This design comes from an exercise in tuning for small area on the open sky130 flow, not from production work. In this exercise RTL edits were held to simulation tests only and were not proved equivalent to the original. No driver is modelled on the clock port, so clocking that relies on it looks cheaper here than on a real chip. Power and IR drop assume default switching activity.

Setup of the reference run:
// kairo_csr_hpm
module kairo_csr_hpm #(
  parameter int NUM_HPM    = 13,
  parameter int CNT_WIDTH  = 64,
  parameter int NUM_EVENTS = 16
) (
  input  logic                  clk_i,
  input  logic                  rst_i,
  input  logic [11:0]           csr_addr_i,
  input  logic                  csr_we_i,
  input  logic [31:0]           csr_wdata_i,
  input  logic [31:0]           csr_wmask_i,
  output logic [31:0]           csr_rdata_o,
  output logic                  csr_hit_o,
  input  logic                  retire_i,
  input  logic [NUM_EVENTS-1:0] events_i,
  output logic                  ovf_irq_o
);
  localparam int NCNT = NUM_HPM + 2;    
  logic [NCNT-1:0][63:0]              cnt_q;
  logic [NUM_HPM-1:0][NUM_EVENTS-1:0] evt_q;
  logic [NUM_HPM-1:0]                 ovf_q;
  logic [NUM_HPM+2:0]                 inh_q;    
  logic [31:0]                        rdata_q;
  logic                               hit_q, ovfIrq_q;
  logic [NCNT-1:0]    sLo, sHi, wLo, wHi, dCnt;
  logic               weLo, weHi;
  logic [NUM_HPM-1:0] sEvt, wEvt;
  logic               sInh, wInh, hit;
  hpm_dec #(.NCNT(NCNT), .NHPM(NUM_HPM)) uDec (
    .addr(csr_addr_i), .we(csr_we_i), .sLo(sLo), .sHi(sHi), .wLo(wLo), .wHi(wHi),
    .dCnt(dCnt), .weLo(weLo), .weHi(weHi),
    .sEvt(sEvt), .wEvt(wEvt), .sInh(sInh), .wInh(wInh), .hit(hit)
  );
  logic [31:0] rd;
  logic [31:0] inhRd;
  always_comb begin
    inhRd = '0;
    inhRd[NUM_HPM+2:0] = inh_q;
    inhRd[1] = 1'b0;
  end
  hpm_rdmux #(.NCNT(NCNT), .NHPM(NUM_HPM), .NEV(NUM_EVENTS)) uRd (
    .cnt(cnt_q), .sLo(sLo), .sHi(sHi), .evt(evt_q), .ovf(ovf_q), .sEvt(sEvt),
    .inh(inhRd), .sInh(sInh), .rd(rd)
  );
  logic [31:0] wv, wvn;
  assign wv  = (rd & ~csr_wmask_i) | (csr_wdata_i & csr_wmask_i);
  assign wvn = ~wv;
  logic [NCNT-1:0] incEn;
  logic [NCNT-1:0] wrap;
  always_comb begin
    incEn[0] = !inh_q[0];
    incEn[1] = retire_i && !inh_q[2];
    for (int i = 0; i < NUM_HPM; i++)
      incEn[i+2] = (|(events_i & evt_q[i])) && !inh_q[i+3];
  end
  genvar s;
  generate
    for (s = 0; s < NCNT; s++) begin : gCnt
      logic [63:0] cnt_d;
  ...
Settings: LEC_CHECK=0, CAP_MARGIN=20, CORE_MARGIN=2, CORE_UTILIZATION=55, PLACE_DENSITY=0.65, SLEW_MARGIN=20, SYNTH_HIERARCHICAL=1; clock period 7.0 ns.
standard.sh (not shown) runs the stock make flow with config.mk's settings and CLKGATE_MAP_FILE= SYNTH_SCRIPT=/design/flow/synth_recipe.tcl, a recipe that flattens the netlist after the stock synthesis.
==> flow/flow/run.sh <==
#!/bin/bash
# The standard layout (the standard.sh, unchanged synthesis), with two knobs ORFS reads
# from the environment:
#  * clock tree: larger sink clusters and no dummy loads;
#  * port buffers: the smallest buffer cell (every port still gets its buffer).
set -e
export CTS_ARGS="-sink_clustering_enable -repair_clock_nets -dont_use_dummy_load -sink_clustering_size 30 -sink_clustering_max_diameter 60"
export BUFFER_PORTS_ARGS="-buffer_cell sky130_fd_sc_hd__buf_1"
bash standard.sh > standard.log 2>&1
[inputs] the trial run vs the reference run
- CTS_CLUSTER_DIAMETER now 100, previously not set
- CTS_CLUSTER_SIZE now 25, previously not set
==> flow/run.sh (new file) <==
#!/bin/bash
# synth_recipe.tcl (not shown) runs the flow's synth.tcl, then flattens the netlist and writes it again
# the make line also repeats each setting of config.mk as NAME=value (left out here)
make -C /OpenROAD-flow-scripts/flow DESIGN_CONFIG=/design/flow/config.mk WORK_HOME=/design/flow/orfs CLKGATE_MAP_FILE= SYNTH_SCRIPT=/design/flow/synth_recipe.tcl finish
removed: flow/flow/run.sh
removed: flow/standard.sh
Looking at the reports, the trial run completed the entire flow and the layout it produced met the timing, DRC and antenna checks.
Comparing the reference run with the trial run, the die outline area came out essentially unchanged.
The core of the trial run is less densely filled than that of the reference run.
In terms of global-route usage over all layers, the trial run and the reference run differ only marginally.
Measured against each other, the reference run and the trial run differ in power, the lower figure coming from the trial run.
Per the comparison of the trial run with the reference run, met3 track demand over resource in global routing dropped 2.2 points; combinational power share climbed 1.3 points; final critical-path required period climbed 620 ps.

* * *

kairo_csr_hpm, a different RTL version from the one above (not shown whole).
Size in the first run: about 130 I/O pins, about 62000 um^2 of cells after synthesis.
==> flow/config.mk <==
export PLATFORM = sky130hd
export DESIGN_NAME = kairo_csr_hpm
export DESIGN_NICKNAME = kairo_csr_hpm
export VERILOG_FILES = /design/flow/design.v
export SDC_FILE = /design/flow/constraint.sdc
export NUM_CORES = 4
export LEC_CHECK = 0
export CAP_MARGIN = 20
export CORE_MARGIN = 2
export CORE_UTILIZATION = 50
export PLACE_DENSITY = 0.6
export SLEW_MARGIN = 20
export SYNTH_HIERARCHICAL = 1
==> flow/constraint.sdc <==
create_clock -name core_clock -period 7.0 [get_ports {clk_i}]
set_input_delay 1.4000 -clock core_clock [delete_from_list [all_inputs] [get_ports {clk_i}]]
set_output_delay 1.4000 -clock core_clock [all_outputs]
set_load 0.01 [all_outputs]
==> flow/flow/run.sh <==
#!/bin/bash
# The standard layout (the standard.sh, unchanged synthesis), with knobs ORFS reads from
# the environment:
#  * clock tree: sink clusters of up to 25 flip-flops within 100 um, no dummy loads;
#  * port buffers: the smallest buffer cell (every port still gets its buffer);
#  * after clock tree synthesis, cells on paths with slack are sized down
#    (flow/post_cts.tcl).
set -e
export CTS_ARGS="-sink_clustering_enable -repair_clock_nets -dont_use_dummy_load -sink_clustering_size 25 -sink_clustering_max_diameter 100"
export BUFFER_PORTS_ARGS="-buffer_cell sky130_fd_sc_hd__buf_1"
export POST_CTS_TCL="$PWD/flow/post_cts.tcl"
bash standard.sh > standard.log 2>&1
==> flow/flow/post_cts.tcl <==
# Size down cells that have setup slack to spare, then legalize again.
estimate_parasitics -placement
repair_timing -recover_power 100
detailed_placement
check_placement -verbose
estimate_parasitics -placement
The baseline went through all stages and came out clean.
==> next run, changes <==
Settings changed: CORE_UTILIZATION 50 to 60, PLACE_DENSITY 0.6 to 0.7.
Core utilization came out higher by 11 points.
Power came out lower by 0.97%.
Design area came out lower by 0.79%.
Routed wire length came out lower by 3.7%.
Die area came out lower by about 16%.
Critical path depth came out lower by 1.
Global-route usage came out higher by 5.9 points.
Count of clock-buffer cells in the layout came out lower by 1.
Setup slack got worse by 0.12 ns.
Clock skew hardly moves.
==> next run, changes <==
Settings changed: CAP_MARGIN 20 to 5, CORE_UTILIZATION 60 to 55, PLACE_DENSITY 0.7 to 0.65, SLEW_MARGIN 20 to 5.
- With this change the flow completed, yet does not pass: capacitance limit, slew limit
- hold slack barely changes
- synthesized cell count stays the same
- clock power hardly moves
- clock-buffer cell count does not change
- global-route usage drops by 2.7 points
- power climbs by about 0.3%
- design area hardly moves
- die area climbs by about 9%
==> next run, changes <==
Settings changed: CAP_MARGIN 5 to 20, SLEW_MARGIN 5 to 20.
With this change the flow finished clean.
Total power hardly moves.
First-iteration DRC count came out lower slightly.
Core utilization rises by 0.21 points.
Global-route usage barely changes.
Clock power came out higher slightly.
Routed wire length is about the same.
Sequential cell count does not change.
Hold slack gets better by 0.0050 ns.

[what the ideal ports hide]
How much do the figures lean on ideal ports? The routed layouts below were timed once more, with nothing changed but the port constraints.
Step 1, drivers: a clkbuf_16 drives clk_i and a buf_2 each remaining input, both assumed.
Step 2 also shifts input and output timing later by t, the mid clock arrival at the registers, as if the neighbouring blocks saw the same clock.
a / b / c = ideal / step 1 / step 2; a / b = the first two.
run | shift t [ns] | slack for setup (ns) | hold WS [ns] | worst setup path after step 2 | clock arrival spread, ns
the reference run | 0.804 | 1.232 / 1.201 / 0.397 | 0.541 / 0.541 / 0.541 | input to register | 0.053 / 0.053
the trial run | 0.804 | 0.613 / 0.670 / -0.134 | 0.550 / 0.550 / 0.550 | input to register | 0.030 / 0.030
the first run of note 2 | 0.794 | 0.627 / 0.639 / -0.155 | 0.547 / 0.547 / 0.547 | input to register | 0.040 / 0.039
the second run of note 2 | 0.796 | 0.510 / 0.532 / -0.264 | 0.546 / 0.546 / 0.546 | input to register | 0.038 / 0.038
the third run of note 2 | 0.794 | 0.226 / 0.281 / -0.513 | 0.547 / 0.547 / 0.547 | input to register | 0.033 / 0.033
the fourth run of note 2 | 0.803 | 0.602 / 0.659 / -0.144 | 0.552 / 0.552 / 0.552 | input to register | 0.082 / 0.082
For the reference run, which loses most, drivers alone change the setup slack by -0.031 ns; drivers and shift together by -0.835 ns.
